Background: an optimization exercise with open tools, aiming at small area and few clock cycles per item. Do not read the settings as production practice. At most, simulation tests tie the RTL to the original design; equivalence was not proved. The RTL of run 1 was laid out without a check of its function.

## config.mk

```make
export PLATFORM = sky130hd
export DESIGN_NAME = pixel_false_color_mapper
export DESIGN_NICKNAME = pixel_false_color_mapper
export VERILOG_FILES = /design/flow/design.v
export SDC_FILE = /design/flow/constraint.sdc
export NUM_CORES = 4
export LEC_CHECK = 0
export ABC_AREA = 1
export CAP_MARGIN = 20
export CORE_MARGIN = 2
export CORE_UTILIZATION = 40
export SETUP_SLACK_MARGIN = 0.15
export SLEW_MARGIN = 20
```

## constraint.sdc

```tcl
create_clock -name core_clock -period 8.0 [get_ports {clk}]
set_input_delay 1.6000 -clock core_clock [delete_from_list [all_inputs] [get_ports {clk}]]
set_output_delay 1.6000 -clock core_clock [all_outputs]
set_load 0.01 [all_outputs]
```

## flow/run.sh

```bash
#!/bin/bash
# Standard layout flow, logged.
bash standard.sh > standard.log 2>&1
```

## standard.sh

```bash
#!/bin/bash
# synth_recipe.tcl (not shown) runs the flow's synth.tcl, then flattens the netlist and writes it again
# the make line also repeats each setting of config.mk as NAME=value (left out here)
make -C /OpenROAD-flow-scripts/flow DESIGN_CONFIG=/design/flow/config.mk WORK_HOME=/design/flow/orfs CLKGATE_MAP_FILE= SYNTH_SCRIPT=/design/flow/synth_recipe.tcl "${@:-finish}"
```

## design.v

```verilog
`default_nettype none
package pfcm_pkg;
	localparam int PIX_W      = 16;
	localparam int CH_W       = 8;
	localparam int DEPTH_W    = 5;
	localparam int MODE_W     = 2;
	localparam int CFG_IDX_W  = 1;
	localparam int CFG_DATA_W = 5;
	localparam logic [CFG_IDX_W-1:0] REG_BIT_DEPTH  = 1'b0;
	localparam logic [CFG_IDX_W-1:0] REG_COLOR_MODE = 1'b1;
	localparam logic [MODE_W-1:0] MODE_GREY = 2'd0;
	localparam logic [MODE_W-1:0] MODE_SAT  = 2'd1;
	localparam logic [MODE_W-1:0] MODE_HEAT = 2'd2;
	localparam logic [3:0] DM1_RESET = 4'd7;
endpackage
`default_nettype wire
`default_nettype none
module pfcm_chan_red (
	input  wire [2:0]  s,
	input  wire [7:0]  f,
	input  wire        x12,
	output logic [7:0] value
);
	function automatic logic [7:0] mag(input logic [2:0] i);
		case (i)
			3'd0: mag = 8'd47;
			3'd1: mag = 8'd47;
			3'd2: mag = 8'd90;
			3'd3: mag = 8'd165;
			3'd4: mag = 8'd15;
			3'd5: mag = 8'd15;
			3'd6: mag = 8'd19;
			3'd7: mag = 8'd19;
			default: mag = '0;
		endcase
	endfunction
	function automatic logic [9:0] mag3(input logic [2:0] i);
		case (i)
			3'd0: mag3 = 10'd141;
			3'd1: mag3 = 10'd141;
			3'd2: mag3 = 10'd270;
			3'd3: mag3 = 10'd495;
			3'd4: mag3 = 10'd45;
			3'd5: mag3 = 10'd45;
			3'd6: mag3 = 10'd57;
			3'd7: mag3 = 10'd57;
			default: mag3 = '0;
		endcase
	endfunction
	function automatic logic [0:0] neg(input logic [2:0] i);
		case (i)
			3'd0: neg = 1'd0;
			3'd1: neg = 1'd1;
			3'd2: neg = 1'd0;
			3'd3: neg = 1'd0;
			3'd4: neg = 1'd1;
			3'd5: neg = 1'd0;
			3'd6: neg = 1'd1;
			3'd7: neg = 1'd0;
			default: neg = '0;
		endcase
	endfunction
	function automatic logic [15:0] cc(input logic [3:0] i);
		case (i)
			4'd0: cc = 16'd128;
			4'd1: cc = 16'd175;
			4'd2: cc = 16'd175;
			4'd3: cc = 16'd128;
			4'd4: cc = 16'd128;
			4'd5: cc = 16'd218;
			4'd6: cc = 16'd23168;
			4'd7: cc = 16'd23333;
			4'd8: cc = 16'd61583;
			4'd9: cc = 16'd61568;
			4'd10: cc = 16'd61568;
			4'd11: cc = 16'd61583;
			4'd12: cc = 16'd60563;
			4'd13: cc = 16'd60544;
			4'd14: cc = 16'd60544;
			4'd15: cc = 16'd60563;
			default: cc = '0;
		endcase
	endfunction
	logic [9:0] m1, m2, m3;
	logic [7:0] fp;
	logic [15:0] cc_v;
	logic [9:0] rw [0:3];
	always_comb begin
		m1 = 10'(mag(s));
		m2 = m1 << 1;
		m3 = mag3(s);
		fp = f ^ {8{neg(s)}};
		cc_v = cc({s, x12});
		for (int k = 0; k < 4; k++)
			case (fp[2*k +: 2])
				2'd0: rw[k] = 10'd0;
				2'd1: rw[k] = m1;
				2'd2: rw[k] = m2;
				default: rw[k] = m3;
			endcase
	end
	logic [15:0] z;
	assign z = cc_v + 16'(rw[0]) + (16'(rw[1]) << 2) + (16'(rw[2]) << 4) + (16'(rw[3]) << 6);
	assign value = z[15:8];
endmodule
module pfcm_chan_green (
	input  wire [2:0]  s,
	input  wire [7:0]  f,
	input  wire        x12,
	output logic [7:0] value
);
	function automatic logic [7:0] mag(input logic [2:0] i);
		case (i)
			3'd0: mag = 8'd50;
			3'd1: mag = 8'd146;
			3'd2: mag = 8'd6;
			3'd3: mag = 8'd35;
			3'd4: mag = 8'd85;
			3'd5: mag = 8'd140;
			3'd6: mag = 8'd19;
			3'd7: mag = 8'd236;
			default: mag = '0;
		endcase
	endfunction
	function automatic logic [9:0] mag3(input logic [2:0] i);
		case (i)
			3'd0: mag3 = 10'd150;
			3'd1: mag3 = 10'd438;
			3'd2: mag3 = 10'd18;
			3'd3: mag3 = 10'd105;
			3'd4: mag3 = 10'd255;
			3'd5: mag3 = 10'd420;
			3'd6: mag3 = 10'd57;
			3'd7: mag3 = 10'd708;
			default: mag3 = '0;
		endcase
	endfunction
	function automatic logic [0:0] neg(input logic [2:0] i);
		case (i)
			3'd0: neg = 1'd0;
			3'd1: neg = 1'd0;
			3'd2: neg = 1'd1;
			3'd3: neg = 1'd0;
			3'd4: neg = 1'd1;
			3'd5: neg = 1'd1;
			3'd6: neg = 1'd0;
			3'd7: neg = 1'd0;
			default: neg = '0;
		endcase
	endfunction
	function automatic logic [15:0] cc(input logic [3:0] i);
		case (i)
			4'd0: cc = 16'd128;
			4'd1: cc = 16'd178;
			4'd2: cc = 16'd12928;
			4'd3: cc = 16'd13074;
			4'd4: cc = 16'd48774;
			4'd5: cc = 16'd48768;
			4'd6: cc = 16'd48768;
			4'd7: cc = 16'd48803;
			4'd8: cc = 16'd36053;
			4'd9: cc = 16'd35968;
			4'd10: cc = 16'd268;
			4'd11: cc = 16'd128;
			4'd12: cc = 16'd128;
			4'd13: cc = 16'd147;
			4'd14: cc = 16'd4992;
			4'd15: cc = 16'd5228;
			default: cc = '0;
		endcase
	endfunction
	logic [9:0] m1, m2, m3;
	logic [7:0] fp;
	logic [15:0] cc_v;
	logic [9:0] rw [0:3];
	always_comb begin
		m1 = 10'(mag(s));
		m2 = m1 << 1;
		m3 = mag3(s);
		fp = f ^ {8{neg(s)}};
		cc_v = cc({s, x12});
		for (int k = 0; k < 4; k++)
			case (fp[2*k +: 2])
				2'd0: rw[k] = 10'd0;
				2'd1: rw[k] = m1;
				2'd2: rw[k] = m2;
				default: rw[k] = m3;
			endcase
	end
	logic [15:0] z;
	assign z = cc_v + 16'(rw[0]) + (16'(rw[1]) << 2) + (16'(rw[2]) << 4) + (16'(rw[3]) << 6);
	assign value = z[15:8];
endmodule
module pfcm_chan_blue (
	input  wire [2:0]  s,
	input  wire [7:0]  f,
	input  wire        x12,
	output logic [7:0] value
);
	function automatic logic [7:0] mag(input logic [2:0] i);
		case (i)
			3'd0: mag = 8'd140;
			3'd1: mag = 8'd115;
			3'd2: mag = 8'd221;
			3'd3: mag = 8'd34;
			3'd4: mag = 8'd11;
			3'd5: mag = 8'd11;
			3'd6: mag = 8'd142;
			3'd7: mag = 8'd113;
			default: mag = '0;
		endcase
	endfunction
	function automatic logic [9:0] mag3(input logic [2:0] i);
		case (i)
			3'd0: mag3 = 10'd420;
			3'd1: mag3 = 10'd345;
			3'd2: mag3 = 10'd663;
			3'd3: mag3 = 10'd102;
			3'd4: mag3 = 10'd33;
			3'd5: mag3 = 10'd33;
			3'd6: mag3 = 10'd426;
			3'd7: mag3 = 10'd339;
			default: mag3 = '0;
		endcase
	endfunction
	function automatic logic [0:0] neg(input logic [2:0] i);
		case (i)
			3'd0: neg = 1'd0;
			3'd1: neg = 1'd0;
			3'd2: neg = 1'd1;
			3'd3: neg = 1'd1;
			3'd4: neg = 1'd0;
			3'd5: neg = 1'd1;
			3'd6: neg = 1'd0;
			3'd7: neg = 1'd0;
			default: neg = '0;
		endcase
	endfunction
	function automatic logic [15:0] cc(input logic [3:0] i);
		case (i)
			4'd0: cc = 16'd128;
			4'd1: cc = 16'd268;
			4'd2: cc = 16'd35968;
			4'd3: cc = 16'd36083;
			4'd4: cc = 16'd9053;
			4'd5: cc = 16'd8832;
			4'd6: cc = 16'd162;
			4'd7: cc = 16'd128;
			4'd8: cc = 16'd128;
			4'd9: cc = 16'd139;
			4'd10: cc = 16'd139;
			4'd11: cc = 16'd128;
			4'd12: cc = 16'd128;
			4'd13: cc = 16'd270;
			4'd14: cc = 16'd36480;
			4'd15: cc = 16'd36593;
			default: cc = '0;
		endcase
	endfunction
	logic [9:0] m1, m2, m3;
	logic [7:0] fp;
	logic [15:0] cc_v;
	logic [9:0] rw [0:3];
	always_comb begin
		m1 = 10'(mag(s));
		m2 = m1 << 1;
		m3 = mag3(s);
		fp = f ^ {8{neg(s)}};
		cc_v = cc({s, x12});
		for (int k = 0; k < 4; k++)
			case (fp[2*k +: 2])
				2'd0: rw[k] = 10'd0;
				2'd1: rw[k] = m1;
				2'd2: rw[k] = m2;
				default: rw[k] = m3;
			endcase
	end
	logic [15:0] z;
	assign z = cc_v + 16'(rw[0]) + (16'(rw[1]) << 2) + (16'(rw[2]) << 4) + (16'(rw[3]) << 6);
	assign value = z[15:8];
endmodule
`default_nettype wire
`default_nettype none
import pfcm_pkg::*;
module pixel_false_color_mapper (
	input  wire                              clk,
	input  wire                              arst_n,
	input  wire                              cfg_valid,
	output logic                             cfg_ready,
	input  wire [pfcm_pkg::CFG_IDX_W-1:0]    cfg_index,
	input  wire [pfcm_pkg::CFG_DATA_W-1:0]   cfg_data,
	input  wire                              s_axis_tvalid,
	output logic                             s_axis_tready,
	input  wire [pfcm_pkg::PIX_W-1:0]        s_axis_tdata,    
	output logic                             m_axis_tvalid,
	input  wire                              m_axis_tready,
	output logic [3*pfcm_pkg::CH_W-1:0]      m_axis_tdata     
);
	logic [3:0] dm1_q;
	logic       heat_q, satm_q;
	assign cfg_ready = 1'b1;
	always_ff @(posedge clk or negedge arst_n) begin
		if (!arst_n) begin
			dm1_q  <= DM1_RESET;
			heat_q <= 1'b0;
			satm_q <= 1'b0;
		end else if (cfg_valid) begin
			if (cfg_index == REG_BIT_DEPTH) begin
				if (cfg_data == 5'd0)
					dm1_q <= 4'd0;
				else if (cfg_data[4])
					dm1_q <= 4'd15;
				else
					dm1_q <= cfg_data[3:0] - 4'd1;
			end else begin
				heat_q <= (cfg_data[1:0] == MODE_HEAT);
				satm_q <= (cfg_data[1:0] == MODE_SAT);
			end
		end
	end
	logic v_q;
	assign s_axis_tready = !v_q || m_axis_tready;
	assign m_axis_tvalid = v_q;
	always_ff @(posedge clk or negedge arst_n) begin
		if (!arst_n)
			v_q <= 1'b0;
		else if (s_axis_tready)
			v_q <= s_axis_tvalid;
	end
	logic [15:0] pix;
	logic [15:0] msk;
	logic [15:0] pm;
	logic        over;
	logic [12:1] xp;
	logic [12:1] x;
	logic        sat;
	logic [15:0] r8;
	logic [16:0] y;
	logic        yb;
	logic        inc, dec;
	logic [7:0]  g;
	logic [11:0] val_n;
	always_comb begin
		pix = s_axis_tdata;
		for (int i = 0; i < 16; i++)
			msk[i] = (4'(i) <= dm1_q);
		pm   = pix & msk;
		over = |(pix & ~msk);
		for (int k = 1; k <= 12; k++) begin
			xp[k] = 1'b0;
			for (int dd = 1; dd <= 16; dd++)
				if (dm1_q == 4'(dd - 1))
					xp[k] = pix[dd - 1 - ((k - 1) % dd)];
		end
		x = over ? '1 : xp;
		sat = over;
		if (!over) begin
			sat = 1'b1;
			for (int i = 1; i < 16; i++)
				if (msk[i] && !pix[i]) sat = 1'b0;
		end
		r8[15:8] = pix[7:0] & msk[15:8];
		r8[7:0]  = 8'd0;
		if (dm1_q >= 4'd7) begin
			for (int j = 0; j < 8; j++)
				r8[7 - j] = xp[1 + j];
		end else begin
			for (int dd = 1; dd <= 7; dd++)
				if (dm1_q == 4'(dd - 1))
					for (int i = 0; i < dd; i++)
						r8[i] = pix[(i + 8 * dd - 8) % dd];
		end
		y   = {1'b0, r8} - {1'b0, pm};
		yb  = y[dm1_q];
		inc = !over && !y[16] && yb;
		dec = !over && y[16] && !yb;
		g = {x[1], x[2], x[3], x[4], x[5], x[6], x[7], x[8]} + 8'(inc) - 8'(dec);
		if (heat_q)
			val_n = {x[12], x[1], x[2], x[3], x[4], x[5], x[6], x[7], x[8], x[9], x[10], x[11]};
		else
			val_n = {3'b000, satm_q && sat, g};
	end
	logic [11:0] val_q;
	logic        hm_q;
	always_ff @(posedge clk) begin
		if (s_axis_tready) begin
			val_q <= val_n;
			hm_q  <= heat_q;
		end
	end
	logic [7:0] hv [0:2];
	pfcm_chan_red   u_red   (.s(val_q[10:8]), .f(val_q[7:0]), .x12(val_q[11]), .value(hv[0]));
	pfcm_chan_green u_green (.s(val_q[10:8]), .f(val_q[7:0]), .x12(val_q[11]), .value(hv[1]));
	pfcm_chan_blue  u_blue  (.s(val_q[10:8]), .f(val_q[7:0]), .x12(val_q[11]), .value(hv[2]));
	always_comb begin
		if (hm_q)
			m_axis_tdata = {hv[2], hv[1], hv[0]};
		else if (val_q[8])
			m_axis_tdata = 24'h0000ff;
		else
			m_axis_tdata = {3{val_q[7:0]}};
	end
endmodule
`default_nettype wire
```

==> impl_metrics.env, run 1 <==
export IMPL_outcome="complete, no violations"
export IMPL_initial_core_util=0.408
export IMPL_path_max_fanout=13
export IMPL_hp_start="satm_q"
export IMPL_grt_antenna_before_repair=0
export IMPL_vias=11600
export IMPL_cap_violations=0
export IMPL_endpoint_kind="output pin"
export IMPL_cp_start_kind="flop"
export IMPL_route_antenna_remaining_nets=0
export IMPL_std_cell_rows=58
export IMPL_dieWidth_um=164
export IMPL_syn_inst=1618
export IMPL_overflow=0
export IMPL_placed_cell_area_mm2=0.0113
export IMPL_syn_area_mm2=0.0103
export IMPL_avgSynthCellArea_um2=6.35
export IMPL_clock_sinks=20
export IMPL_finalNonFillerCells=2008
export IMPL_port_buffers=52
export IMPL_htreeDepth=1
export IMPL_viasPerCell=5.76
export IMPL_yosys_warnings=8
export IMPL_worst_pin_slew_ns=1.11
export IMPL_setup_viol=0
export IMPL_fmax_mhz=132
export IMPL_final_cell_area_mm2=0.0117
export IMPL_ios=54
export IMPL_grt_pass1_wl_um=57500
export IMPL_cts_hold_buf=0
export IMPL_drtIter0Drc=1155
export IMPL_crit_type="reg2out"
export IMPL_worstPathArrival_ns=6.00
export IMPL_synth_largest_area_cell="ha_1"
export IMPL_core_mm2=0.0252
export IMPL_yosysSeqAreaShare=0.0554
export IMPL_slew_limit_headroom=0.251
export IMPL_required_ns=6.40
export IMPL_grt_pass1_vias=10700
export IMPL_pre_cts_ws_ns=0.233
export IMPL_dieArea_mm2=0.0270
export IMPL_wire_per_inst_um=18.2
export IMPL_rr_worst_depth=36
export IMPL_firstDrtPassIters=7
export IMPL_post_route_util=0.463
export IMPL_dieHeight_um=164
export IMPL_regToRegStartpoint="dm1_q[3]"
export IMPL_area_growth_syn_to_layout_pct=13.5
export IMPL_numCtsBuffers=3
export IMPL_drc=0
export IMPL_gp_congestion=1.00
export IMPL_ys_seq_elements=20
export IMPL_finalCriticalPeriod_ns=7.60
export IMPL_cts_buffer_depth=2
export IMPL_skew_ns=0.00311
export IMPL_drv_slew=0
export IMPL_grt_max_degree=22
export IMPL_finalCritPeriodShare=0.949
export IMPL_synthTopCellsByArea="ha_1 (14%), nand2_1 (14%), fa_1 (14%), inv_1 (8.9%), nor2_1 (6.2%)"
export IMPL_hp_class="reg2reg"
export IMPL_synth_cell_types=62
export IMPL_fin_tns_setup_ns=0
export IMPL_drive_gt1_frac=0.0900
export IMPL_rrSetupSlack_ns=1.55
export IMPL_fillers=2639
export IMPL_antennaDiodeCount=0
export IMPL_cts_tree="built"
export IMPL_min_path_cells=1
export IMPL_synth_enable_flop_cells=13
export IMPL_finalWorstSetupSlack_ns=0.405
export IMPL_root_buffer="clkbuf_16"
export IMPL_grt_usage=0.270
export IMPL_rsz0062_at_grt="yes"
export IMPL_synth_top_area_frac=0.144
export IMPL_startpoint="val_q[9]"
export IMPL_syn_nets=1833
export IMPL_routed_wl_um=36500
export IMPL_insertion_delay_ns=0.25
export IMPL_path_clk_slew_ns=0.06
export IMPL_place_inst=1998
export IMPL_synthFlopType="edfxtp_1"
export IMPL_hold_violations=0
export IMPL_hpwl_um=30700
export IMPL_async_flop_share=0.350
export IMPL_num_nets_final=1894
[area by class of cell]
| class | instances | area [um^2] | area share |
|---|---|---|---|
| well taps | 330 | 413 | 0.0354 |
| clock buffers | 3 | 75.1 | 0.00644 |
| multi-input cells | 1305 | 8780 | 0.753 |
| flip-flops and latches | 20 | 569 | 0.0488 |
| inverters | 259 | 986 | 0.0845 |
| clock inverters | 1 | 30.0 | 0.00258 |
| repair buffers | 90 | 812 | 0.0696 |
[per-stage QoR]
| step | hold WS (ns) |
|---|---|
| global placement | 0.512 |
| floorplan | 0.420 |
| CTS | 0.561 |
| detailed placement | 0.547 |
| finish | 0.563 |
| global route | 0.570 |
[logic make-up (layout without fill, tap and decap cells)]
group	count (synthesis)	after routing	share of synthesized area
buffers and inverters	293	353	0.112
XOR/XNOR	36	36	0.0365
multiplexers	1	1	0.00110
AND/OR/NAND/NOR	691	691	0.288
AO/OA/AOI/OAI	388	388	0.227
other	1	1	0.000365
adder cells (fa/ha/maj)	188	188	0.280
flip-flops	20	20	0.0554
[placed cells by master, fill, tap and decap left out, drive strengths merged, types with 3 or more instances in the layout]
master	netlist	final
a31oi	8	8
nor4	6	6
inv	255	254
o211ai	5	5
a21o	4	4
o21ai	124	124
clkbuf	21	3
a22oi	19	19
dfrtp	4	4
nand3b	5	5
dfstp	3	3
nand2	393	393
a21oi	119	119
o22ai	50	50
nor3	16	16
o2111ai	11	11
fa	70	70
ha	118	118
nor2	187	187
buf	13	38
edfxtp	13	13
clkdlybuf4s50	0	51
o221ai	32	32
nand3	54	54
xnor2	7	7
clkinv	4	4
or2	6	6
nand4	21	21
xor2	29	29
[per-layer routing]
layer | vias up | share of wire | track usage
li1 | 5544 | - | -
met1 | 5405 | 0.46 | 0.393
met2 | 548 | 0.43 | 0.411
met3 | 78 | 0.088 | 0.0432
met4 | 0 | 0.027 | 0.0738
met5 | - | 0 | 0
[worst paths after layout]
check                                   end
setup / recovery           m_axis_tdata[14]
hold / removal                       satm_q
setup reg to reg                   val_q[6]
hold reg to reg                      satm_q
max in group asynchronous          dm1_q[2]
min in group asynchronous            heat_q
[repair_timing]
action | 4_1_cts | 5_1_grt
endpoints found under the setup margin | 6 | 23
buffers inserted | 3 | 3
pin swaps | 0 | 1
gates resized for setup | 1 | 54
[Yosys cell counts (3+ instances only)]
library cell,number
nand2_1,376
inv_1,244
nor2_1,170
ha_1,118
a21oi_1,117
o21ai_0,108
fa_1,70
nand3_1,53
o22ai_1,49
o221ai_1,32
xor2_1,24
clkbuf_1,21
nand4_1,21
a22oi_1,19
nor3_1,16
edfxtp_1,13
o21ai_1,13
nand2_2,12
o2111ai_1,11
inv_2,9
nor2_4,9
a31oi_1,8
nor2_2,8
xnor2_1,7
nor4_1,6
or2_2,6
buf_2,5
nand3b_1,5
o211ai_1,5
a21o_1,4
buf_6,4
clkinv_1,4
dfrtp_1,4
nand2_4,4
dfstp_2,3
o21ai_2,3
xor2_2,3
[flip-flops by register name, summed over array words and instances (netlist names)]
signal,cells
dm1_q,4
heat_q,1
val_q,12
satm_q,1
hm_q,1
v_q,1
[critical path: stages (launching register included)]
cell             delay (ns)
edfxtp_1               0.50
buf_4                  0.20
buf_4                  0.18
ha_1                   0.27
inv_1                  0.09
nor2_1                 0.06
inv_2                  0.21
o21ai_0                0.30
a22oi_1                0.42
fa_1                   0.48
fa_1                   0.53
fa_1                   0.50
ha_1                   0.36
nand2_1                0.08
o21ai_0                0.24
a21oi_1                0.12
o21ai_2                0.12
nand2_1                0.11
nand2_1                0.09
nand2_1                0.08
nand3_1                0.07
nand2_1                0.05
o21ai_1                0.15
clkdlybuf4s50_1        0.55
==> inputs of run 2 (changes only) <==
--- a/design.v
+++ b/design.v
@@ -35,17 +35,4 @@
 		endcase
 	endfunction
-	function automatic logic [9:0] mag3(input logic [2:0] i);
-		case (i)
-			3'd0: mag3 = 10'd141;
-			3'd1: mag3 = 10'd141;
-			3'd2: mag3 = 10'd270;
-			3'd3: mag3 = 10'd495;
-			3'd4: mag3 = 10'd45;
-			3'd5: mag3 = 10'd45;
-			3'd6: mag3 = 10'd57;
-			3'd7: mag3 = 10'd57;
-			default: mag3 = '0;
-		endcase
-	endfunction
 	function automatic logic [0:0] neg(input logic [2:0] i);
 		case (i)
@@ -82,25 +69,15 @@
 		endcase
 	endfunction
-	logic [9:0] m1, m2, m3;
-	logic [7:0] fp;
-	logic [15:0] cc_v;
-	logic [9:0] rw [0:3];
+	logic [15:0] z;
+	logic [7:0]  m;
+	logic [7:0]  fp;
 	always_comb begin
-		m1 = 10'(mag(s));
-		m2 = m1 << 1;
-		m3 = mag3(s);
+		m  = mag(s);
 		fp = f ^ {8{neg(s)}};
-		cc_v = cc({s, x12});
-		for (int k = 0; k < 4; k++)
-			case (fp[2*k +: 2])
-				2'd0: rw[k] = 10'd0;
-				2'd1: rw[k] = m1;
-				2'd2: rw[k] = m2;
-				default: rw[k] = m3;
-			endcase
+		z  = cc({s, x12});
+		for (int j = 0; j < 8; j++)
+			z = z + (fp[j] ? (16'(m) << j) : 16'd0);
+		value = z[15:8];
 	end
-	logic [15:0] z;
-	assign z = cc_v + 16'(rw[0]) + (16'(rw[1]) << 2) + (16'(rw[2]) << 4) + (16'(rw[3]) << 6);
-	assign value = z[15:8];
 endmodule
 module pfcm_chan_green (
@@ -123,17 +100,4 @@
 		endcase
 	endfunction
-	function automatic logic [9:0] mag3(input logic [2:0] i);
-		case (i)
-			3'd0: mag3 = 10'd150;
-			3'd1: mag3 = 10'd438;
-			3'd2: mag3 = 10'd18;
-			3'd3: mag3 = 10'd105;
-			3'd4: mag3 = 10'd255;
-			3'd5: mag3 = 10'd420;
-			3'd6: mag3 = 10'd57;
-			3'd7: mag3 = 10'd708;
-			default: mag3 = '0;
-		endcase
-	endfunction
 	function automatic logic [0:0] neg(input logic [2:0] i);
 		case (i)
@@ -170,25 +134,15 @@
 		endcase
 	endfunction
-	logic [9:0] m1, m2, m3;
-	logic [7:0] fp;
-	logic [15:0] cc_v;
-	logic [9:0] rw [0:3];
+	logic [15:0] z;
+	logic [7:0]  m;
+	logic [7:0]  fp;
 	always_comb begin
-		m1 = 10'(mag(s));
-		m2 = m1 << 1;
-		m3 = mag3(s);
+		m  = mag(s);
 		fp = f ^ {8{neg(s)}};
-		cc_v = cc({s, x12});
-		for (int k = 0; k < 4; k++)
-			case (fp[2*k +: 2])
-				2'd0: rw[k] = 10'd0;
-				2'd1: rw[k] = m1;
-				2'd2: rw[k] = m2;
-				default: rw[k] = m3;
-			endcase
+		z  = cc({s, x12});
+		for (int j = 0; j < 8; j++)
+			z = z + (fp[j] ? (16'(m) << j) : 16'd0);
+		value = z[15:8];
 	end
-	logic [15:0] z;
-	assign z = cc_v + 16'(rw[0]) + (16'(rw[1]) << 2) + (16'(rw[2]) << 4) + (16'(rw[3]) << 6);
-	assign value = z[15:8];
 endmodule
 module pfcm_chan_blue (
@@ -211,17 +165,4 @@
 		endcase
 	endfunction
-	function automatic logic [9:0] mag3(input logic [2:0] i);
-		case (i)
-			3'd0: mag3 = 10'd420;
-			3'd1: mag3 = 10'd345;
-			3'd2: mag3 = 10'd663;
-			3'd3: mag3 = 10'd102;
-			3'd4: mag3 = 10'd33;
-			3'd5: mag3 = 10'd33;
-			3'd6: mag3 = 10'd426;
-			3'd7: mag3 = 10'd339;
-			default: mag3 = '0;
-		endcase
-	endfunction
 	function automatic logic [0:0] neg(input logic [2:0] i);
 		case (i)
@@ -258,25 +199,15 @@
 		endcase
 	endfunction
-	logic [9:0] m1, m2, m3;
-	logic [7:0] fp;
-	logic [15:0] cc_v;
-	logic [9:0] rw [0:3];
+	logic [15:0] z;
+	logic [7:0]  m;
+	logic [7:0]  fp;
 	always_comb begin
-		m1 = 10'(mag(s));
-		m2 = m1 << 1;
-		m3 = mag3(s);
+		m  = mag(s);
 		fp = f ^ {8{neg(s)}};
-		cc_v = cc({s, x12});
-		for (int k = 0; k < 4; k++)
-			case (fp[2*k +: 2])
-				2'd0: rw[k] = 10'd0;
-				2'd1: rw[k] = m1;
-				2'd2: rw[k] = m2;
-				default: rw[k] = m3;
-			endcase
+		z  = cc({s, x12});
+		for (int j = 0; j < 8; j++)
+			z = z + (fp[j] ? (16'(m) << j) : 16'd0);
+		value = z[15:8];
 	end
-	logic [15:0] z;
-	assign z = cc_v + 16'(rw[0]) + (16'(rw[1]) << 2) + (16'(rw[2]) << 4) + (16'(rw[3]) << 6);
-	assign value = z[15:8];
 endmodule
 `default_nettype wire
@@ -330,12 +261,9 @@
 	logic [15:0] pix;
 	logic [15:0] msk;
-	logic [15:0] pm;
 	logic        over;
-	logic [12:1] xp;
-	logic [12:1] x;
+	logic [25:1] xp;
+	logic [25:1] x;
 	logic        sat;
-	logic [15:0] r8;
-	logic [16:0] y;
-	logic        yb;
+	logic [15:0] w1, w2;
 	logic        inc, dec;
 	logic [7:0]  g;
@@ -345,7 +273,6 @@
 		for (int i = 0; i < 16; i++)
 			msk[i] = (4'(i) <= dm1_q);
-		pm   = pix & msk;
 		over = |(pix & ~msk);
-		for (int k = 1; k <= 12; k++) begin
+		for (int k = 1; k <= 25; k++) begin
 			xp[k] = 1'b0;
 			for (int dd = 1; dd <= 16; dd++)
@@ -360,19 +287,10 @@
 				if (msk[i] && !pix[i]) sat = 1'b0;
 		end
-		r8[15:8] = pix[7:0] & msk[15:8];
-		r8[7:0]  = 8'd0;
-		if (dm1_q >= 4'd7) begin
-			for (int j = 0; j < 8; j++)
-				r8[7 - j] = xp[1 + j];
-		end else begin
-			for (int dd = 1; dd <= 7; dd++)
-				if (dm1_q == 4'(dd - 1))
-					for (int i = 0; i < dd; i++)
-						r8[i] = pix[(i + 8 * dd - 8) % dd];
+		for (int j = 0; j < 16; j++) begin
+			w1[15 - j] = x[10 + j];
+			w2[15 - j] = x[2 + j];
 		end
-		y   = {1'b0, r8} - {1'b0, pm};
-		yb  = y[dm1_q];
-		inc = !over && !y[16] && yb;
-		dec = !over && y[16] && !yb;
+		inc = !x[1] && x[9] && (w1 >= w2);
+		dec = x[1] && !x[9] && (w2 > w1);
 		g = {x[1], x[2], x[3], x[4], x[5], x[6], x[7], x[8]} + 8'(inc) - 8'(dec);
 		if (heat_q)
==> run.sh (new file) <==
#!/bin/bash
# synth_recipe.tcl (not shown) runs the flow's synth.tcl, then flattens the netlist and writes it again
# the make line also repeats each setting of config.mk as NAME=value (left out here)
make -C /OpenROAD-flow-scripts/flow DESIGN_CONFIG=/design/flow/config.mk WORK_HOME=/design/flow/orfs CLKGATE_MAP_FILE= SYNTH_SCRIPT=/design/flow/synth_recipe.tcl finish
removed: flow/run.sh
removed: standard.sh
==> run 2 against run 1 <==
Compared with the run above:
- still clean on timing, DRC and antenna
- flip-flop and latch count unchanged
- utilization up 0.39 points
- critical path type unchanged
- largest cell class unchanged
==> impl_metrics.env, run 2 <==
export IMPL_worstPathArrival_ns=6.04
export IMPL_crit_type="reg2out"
export IMPL_ys_seq_elements=20
export IMPL_insertion_delay_ns=0.25
export IMPL_hold_violations=0
export IMPL_drv_slew=0
export IMPL_synth_fa_ha_area_frac=0.408
export IMPL_numCtsBuffers=3
export IMPL_whs_ns=0.577
export IMPL_slew_limit_headroom=0.339
export IMPL_hpwl_um=31000
export IMPL_cts_tree="built"
export IMPL_port_buffers=52
export IMPL_grt_pass1_vias=11000
export IMPL_largest_reg_flops=12
export IMPL_ios=54
export IMPL_antennaDiodeCount=0
export IMPL_synthFlopType="edfxtp_1"
export IMPL_syn_nets=1893
export IMPL_max_stage_delay_ns=0.55
export IMPL_skew_ns=0.00286
export IMPL_final_common_cell="nand2_1"
export IMPL_largest_register="val_q"
export IMPL_firstDrtPassIters=6
export IMPL_hp_class="reg2reg"
export IMPL_dieWidth_um=169
export IMPL_vias=10800
export IMPL_area_growth_syn_to_layout_pct=14.7
export IMPL_route_antenna_remaining_nets=0
export IMPL_post_route_util=0.467
export IMPL_root_buffer="clkbuf_16"
export IMPL_cpMostUsedCell="nand2_1"
export IMPL_synth_most_common_cell="nand2_1"
export IMPL_initial_core_util=0.407
export IMPL_grt_pass1_wl_um=58400
export IMPL_path_clk_slew_ns=0.06
export IMPL_async_flop_share=0.350
export IMPL_core_mm2=0.0269
export IMPL_grt_antenna_before_repair=0
export IMPL_synth_xor_area_frac=0.0330
export IMPL_overflow=0
export IMPL_placed_cell_area_mm2=0.0120
export IMPL_cts_buffer_depth=2
export IMPL_grt_max_degree=23
export IMPL_syn_inst=1597
export IMPL_drtIter0Drc=960
export IMPL_avgSynthCellArea_um2=6.85
export IMPL_finalCriticalPeriod_ns=7.64
export IMPL_num_nets_final=1968
export IMPL_final_cell_area_mm2=0.0126
export IMPL_synth_enable_flop_cells=13
export IMPL_worst_pin_slew_ns=0.992
export IMPL_synth_compound_area_frac=0.0872
export IMPL_synth_top_family_by_area="adder cells"
export IMPL_viasPerCell=5.38
export IMPL_htreeDepth=1
export IMPL_yosys_area_share_simple=0.304
export IMPL_yosysSeqAreaShare=0.0520
export IMPL_endpoint_kind="output pin"
export IMPL_synthTopCellsByArea="fa_1 (27%), ha_1 (14%), nand2_1 (13%), inv_1 (9.9%), nor2_1 (7.7%)"
export IMPL_synth_largest_area_cell="fa_1"
export IMPL_std_cell_rows=60
export IMPL_synth_common_cells="nand2_1 (365), inv_1 (288), nor2_1 (223), fa_1 (147), ha_1 (122)"
export IMPL_routed_wl_um=36000
export IMPL_crit_slowest_cell="fa_1"
export IMPL_syn_area_mm2=0.0109
export IMPL_grt_usage=0.257
export IMPL_clock_sinks=20
export IMPL_path_max_fanout=16
export IMPL_rsz0062_at_grt="yes"
export IMPL_required_ns=6.40
export IMPL_yosys_warnings=5
export IMPL_pre_cts_ws_ns=0.314
export IMPL_setup_viol=0
export IMPL_synth_top_area_frac=0.269
export IMPL_synth_cell_types=58
export IMPL_finalWorstSetupSlack_ns=0.364
export IMPL_gp_congestion=0.973
export IMPL_dieHeight_um=169
export IMPL_drive_gt1_frac=0.0712
export IMPL_dieArea_mm2=0.0287
export IMPL_final_cell_mix="nand2_1 (359), inv_1 (287), nor2_1 (217)"
export IMPL_synth_mux_area_frac=0.00103
export IMPL_finalCritPeriodShare=0.954
export IMPL_cap_violations=0
export IMPL_cp_start_kind="flop"
export IMPL_reg_top3="val_q x12, dm1_q x4"
export IMPL_outcome="complete, no violations"
export IMPL_drc=0
export IMPL_wire_per_inst_um=17.9
export IMPL_fmax_mhz=131
[run 2: cell types whose count changed after synthesis, moves of 19 or more]
cell,change
o221ai_1,-31
a21oi_1,-59
fa_1,+77
nor3_1,+32
nand3_1,+19
nor2_1,+53
inv_1,+44
o22ai_1,-42
o21ai_0,-43
[run 2: final timing paths]
| check | startpoint | depth (start not counted) | slack, ns | endpoint |
|---|---|---|---|---|
| worst max register to register | dm1_q[3] | 37 | 1.69 | val_q[7] |
| max in group asynchronous | arst_n | 1 | 6.11 | dm1_q[0] |
| worst min-delay path | satm_q | 1 | 0.58 | satm_q |
| worst max-delay path | val_q[9] | 26 | 0.36 | m_axis_tdata[15] |
| worst min register to register | satm_q | 1 | 0.58 | satm_q |
| min in group asynchronous | arst_n | 1 | 1.60 | v_q |
[run 2: what timing repair did]
item	4_1_cts	5_1_grt
buffers inserted	0	9
resized for setup	8	58
setup endpoints to repair	7	18
hold buffers	0	0
pin swaps	1	7
[run 2: per-stage QoR]
step / TNS (ns) / instances
after floorplan: 0 / 1597
after global placement: 0 / 1999
after detailed placement: 0 / 1999
after CTS: 0 / 2003
after global routing: -0.119 / 2012
final: 0 / 2012
[run 2: metal layers]
| layer | wire length (um) | share of wire | global-route usage |
|---|---|---|---|
| met2 | 16400 | 0.46 | 0.423 |
| met1 | 16500 | 0.46 | 0.369 |
| met5 | 0 | 0 | 0 |
| met4 | 844 | 0.023 | 0.0520 |
| met3 | 2210 | 0.061 | 0.0247 |
[run 2: layout make-up]
cell class | instances | area, um^2
Clock buffer | 3 | 75.1
Fill cell | 2802 | 14300
Tap cell | 341 | 427
Sequential cell | 20 | 569
Inverter | 297 | 1120
Timing Repair Buffer | 97 | 881
Multi-Input combinational cell | 1253 | 9450
Clock inverter | 1 | 30.0
[run 2: cells by family (layout without fill, tap and decap cells)]
group,after synthesis,after routing
adders and majority gates,269,269
buffers and inverters,324,398
and+or+nand+nor,777,777
AOI/OAI and AO/OA,168,168
xor gates and xnor gates,37,37
other,1,1
muxes,1,1
DFF,20,20
[run 2: critical path, delay by kind of cell, from the launching register on]
kind            cells  cell delay [ns]
fa+ha+maj           6             2.62
buf+inv             6             1.12
simple gates       10             1.05
compound gates      3             0.43
flops               1             0.39
xor+xnor            1             0.17
Testbench counts of run 2, summed over its fixed seeds: cycles 16,078, items 16,000.
==> inputs of run 3 (changes only) <==
--- a/config.mk
+++ b/config.mk
@@ -6,5 +6,4 @@
 export NUM_CORES = 4
 export LEC_CHECK = 0
-export ABC_AREA = 1
 export CAP_MARGIN = 20
 export CORE_MARGIN = 2
==> run 3 against run 2 <==
Compared with the run above:
- still clean
- final area increased by 5.0%
- setup slack got worse by 0.060 ns
- worst hold slack got worse by 0.066 ns
- via count decreased by 0.60%
- die area is 1.8% higher
- utilization increased by 1.0 points
- flip-flop and latch count unchanged
- critical endpoint is now m_axis_tdata[16]
- highest routed layer unchanged
==> impl_metrics.env, run 3 <==
export IMPL_core_mm2=0.0276
export IMPL_grt_pass1_wl_um=59000
export IMPL_synthTopCellsByArea="fa_1 (26%), ha_1 (14%), nand2_1 (7.9%), inv_1 (4.8%), nor2_1 (4.1%)"
export IMPL_synthFlopType="edfxtp_1"
export IMPL_numCtsBuffers=3
export IMPL_vias=10800
export IMPL_skew_ns=0.00683
export IMPL_multi_input_area_mm2=0.0101
export IMPL_reg_top3="val_q x12, dm1_q x4"
export IMPL_routed_wl_um=37600
export IMPL_cts_hold_buf=0
export IMPL_yosys_warnings=5
export IMPL_area_growth_syn_to_layout_pct=18.2
export IMPL_antennaDiodeCount=0
export IMPL_largest_reg_flops=12
export IMPL_wire_per_inst_um=20.0
export IMPL_seq_area_um2=569
export IMPL_dieArea_mm2=0.0292
export IMPL_final_common_cell="nand2_1"
export IMPL_gp_congestion=0.989
export IMPL_setup_viol=0
export IMPL_endpoint_kind="output pin"
export IMPL_synth_top_area_frac=0.264
export IMPL_finalCritPeriodShare=0.962
export IMPL_drtIter0Drc=1095
export IMPL_final_cell_mix="nand2_1 (233), fa_1 (145), inv_1 (143)"
export IMPL_drive_gt1_frac=0.144
export IMPL_grt_max_degree=51
export IMPL_synth_cell_types=89
export IMPL_std_cell_rows=61
export IMPL_route_antenna_remaining_nets=0
export IMPL_hold_violations=0
export IMPL_worstPathArrival_ns=6.10
export IMPL_grt_antenna_before_repair=0
export IMPL_port_buffers=52
export IMPL_clock_sinks=20
export IMPL_synth_common_cells="nand2_1 (234), fa_1 (147), inv_1 (144), nor2_1 (123), ha_1 (122)"
export IMPL_fmax_mhz=130
export IMPL_hp_class="reg2reg"
export IMPL_whs_ns=0.511
export IMPL_insertion_delay_ns=0.26
export IMPL_synth_largest_area_cell="fa_1"
export IMPL_grt_pass1_vias=11000
export IMPL_hpwl_um=30400
export IMPL_htreeDepth=1
export IMPL_dieHeight_um=171
export IMPL_synth_enable_flop_cells=13
export IMPL_finalCriticalPeriod_ns=7.70
export IMPL_required_ns=6.40
export IMPL_cp_start_kind="flop"
export IMPL_syn_inst=1426
export IMPL_crit_type="reg2out"
export IMPL_outcome="complete, no violations"
export IMPL_root_buffer="clkbuf_16"
export IMPL_firstDrtPassIters=6
export IMPL_ios=54
export IMPL_drc=0
export IMPL_drv_slew=0
export IMPL_synth_most_common_cell="nand2_1"
export IMPL_cts_buffer_depth=2
export IMPL_syn_area_mm2=0.0111
export IMPL_initial_core_util=0.403
export IMPL_async_flop_share=0.350
export IMPL_avgSynthCellArea_um2=7.82
export IMPL_num_nets_final=1801
export IMPL_path_max_fanout=21
export IMPL_grt_usage=0.258
export IMPL_syn_nets=1722
export IMPL_slew_limit_headroom=0.251
export IMPL_cap_violations=0
export IMPL_path_clk_slew_ns=0.06
export IMPL_viasPerCell=5.71
export IMPL_fin_tns_setup_ns=0
export IMPL_yosysSeqAreaShare=0.0511
export IMPL_rsz0062_at_grt="yes"
export IMPL_ys_seq_elements=20
export IMPL_fillers=2744
export IMPL_cts_tree="built"
export IMPL_largest_register="val_q"
export IMPL_overflow=0
export IMPL_dieWidth_um=171
export IMPL_worst_pin_slew_ns=1.12
run 3: cell types whose count changed after synthesis, moves of 12 or more:
| cell | previous run | this run |
|---|---|---|
| nor2_1 | 223 | 123 |
| buf_2 | 3 | 15 |
| nand2_1 | 365 | 234 |
| xnor2_1 | 7 | 46 |
| a21oi_1 | 58 | 70 |
| nand2b_1 | 0 | 15 |
| nor2b_1 | 0 | 16 |
| nand4_1 | 36 | 20 |
| clkbuf_1 | 14 | 47 |
| a22oi_1 | 1 | 17 |
| nand3_1 | 72 | 27 |
| nor3_1 | 48 | 24 |
| inv_1 | 288 | 144 |
run 3: worst paths after layout:
check                           slack, ns                to  cells past startpoint      from
worst max-delay path                 0.30  m_axis_tdata[16]                     18  val_q[8]
worst max register to register       1.28          val_q[7]                     24  dm1_q[1]
min in group asynchronous            1.59               v_q                      1    arst_n
worst min register to register       0.51            satm_q                      1    satm_q
worst min-delay path                 0.51            satm_q                      1    satm_q
max in group asynchronous            6.13          dm1_q[2]                      1    arst_n
run 3: repair_timing:
action                     CTS  global route
setup endpoints to repair   21            23
pin swaps                    8            19
gates cloned                 1             1
setup buffers                3             6
resized for setup           57            58
run 3: layout make-up:
cell class | count | area share
clock buffers | 3 | 0.00570
clock inverters | 1 | 0.00228
inverters | 146 | 0.0416
multi-input cells | 1174 | 0.763
flip-flops and latches | 20 | 0.0432
well taps | 378 | 0.0359
repair buffers | 160 | 0.108
run 3: metrics by stage:
step | utilization | cell area [um^2] | std cells | setup slack (ns)
2_1_floorplan | - | 11100 | 1426 | 0.177
3_3_place_gp | 0.451 | 12500 | 1867 | 0.0369
3_5_place_dp | 0.451 | 12500 | 1867 | -0.0543
4_1_cts | 0.466 | 12900 | 1875 | 0.0411
5_1_grt | 0.477 | 13200 | 1882 | 0.0764
6_report | 0.477 | 13200 | 1882 | 0.304
run 3: kinds of logic (layout without fill, tap and decap cells):
family,after synthesis,in the layout,synth area share
buffers and inverters,232,310,0.0872
adders and majority gates,269,269,0.401
muxes,15,15,0.0143
and+or+nand+nor,532,532,0.223
xor gates and xnor gates,73,73,0.0586
AOI/OAI and AO/OA,284,284,0.164
DFF,20,20,0.0511
other,1,1,0.000336
run 3: per-layer routing:
metal  part of all wire  vias up  routed length [um]  global-route usage
met5                  0        -                   0                   0
met4              0.048        0                1820               0.108
met3              0.059      122                2220              0.0305
met2               0.49      469               18300               0.449
met1               0.41     5198               15300               0.323
li1                   -     4966                   -                   -
run 3: worst max-delay path, stage by stage, from the launching register on:
cell	delay, ns
edfxtp_1	0.43
buf_8	0.19
ha_2	0.23
mux2i_2	0.24
buf_4	0.23
xor2_1	0.10
or2_2	0.33
fa_1	0.49
fa_1	0.52
inv_1	0.05
fa_1	0.47
fa_1	0.50
ha_1	0.32
and3_1	0.15
o211ai_1	0.16
o31a_1	0.38
xnor2_1	0.14
o21ai_0	0.29
clkdlybuf4s50_1	0.62

[static timing again, ports no longer ideal]
The flow's constraints put no driver on any port. The routed layouts listed below were extracted and timed again, unchanged, in two steps.
Step 1 (the two cells are an assumption about what drives the block):
set clk [get_ports {clk}]
set_driving_cell -lib_cell sky130_fd_sc_hd__clkbuf_16 $clk
set_driving_cell -lib_cell sky130_fd_sc_hd__buf_2 [delete_from_list [all_inputs] $clk]
Step 2, shift: input delay + t, output delay - t, t = (earliest + latest rising clock arrival at the registers) / 2. This alone moves slack from input paths to output paths.
a / b / c = ideal ports / drivers / drivers and shift; a / b = the first two.
run | shift t [ns] | slack for setup (ns) | clock arrival spread, ns
run 1 | 0.284 | 0.405 / 0.372 / 0.413 | 0.003 / 0.003
run 2 | 0.282 | 0.364 / 0.333 / 0.456 | 0.003 / 0.003
run 3 | 0.288 | 0.304 / 0.273 / 0.391 | 0.007 / 0.007
After both steps every run listed still meets setup and hold.
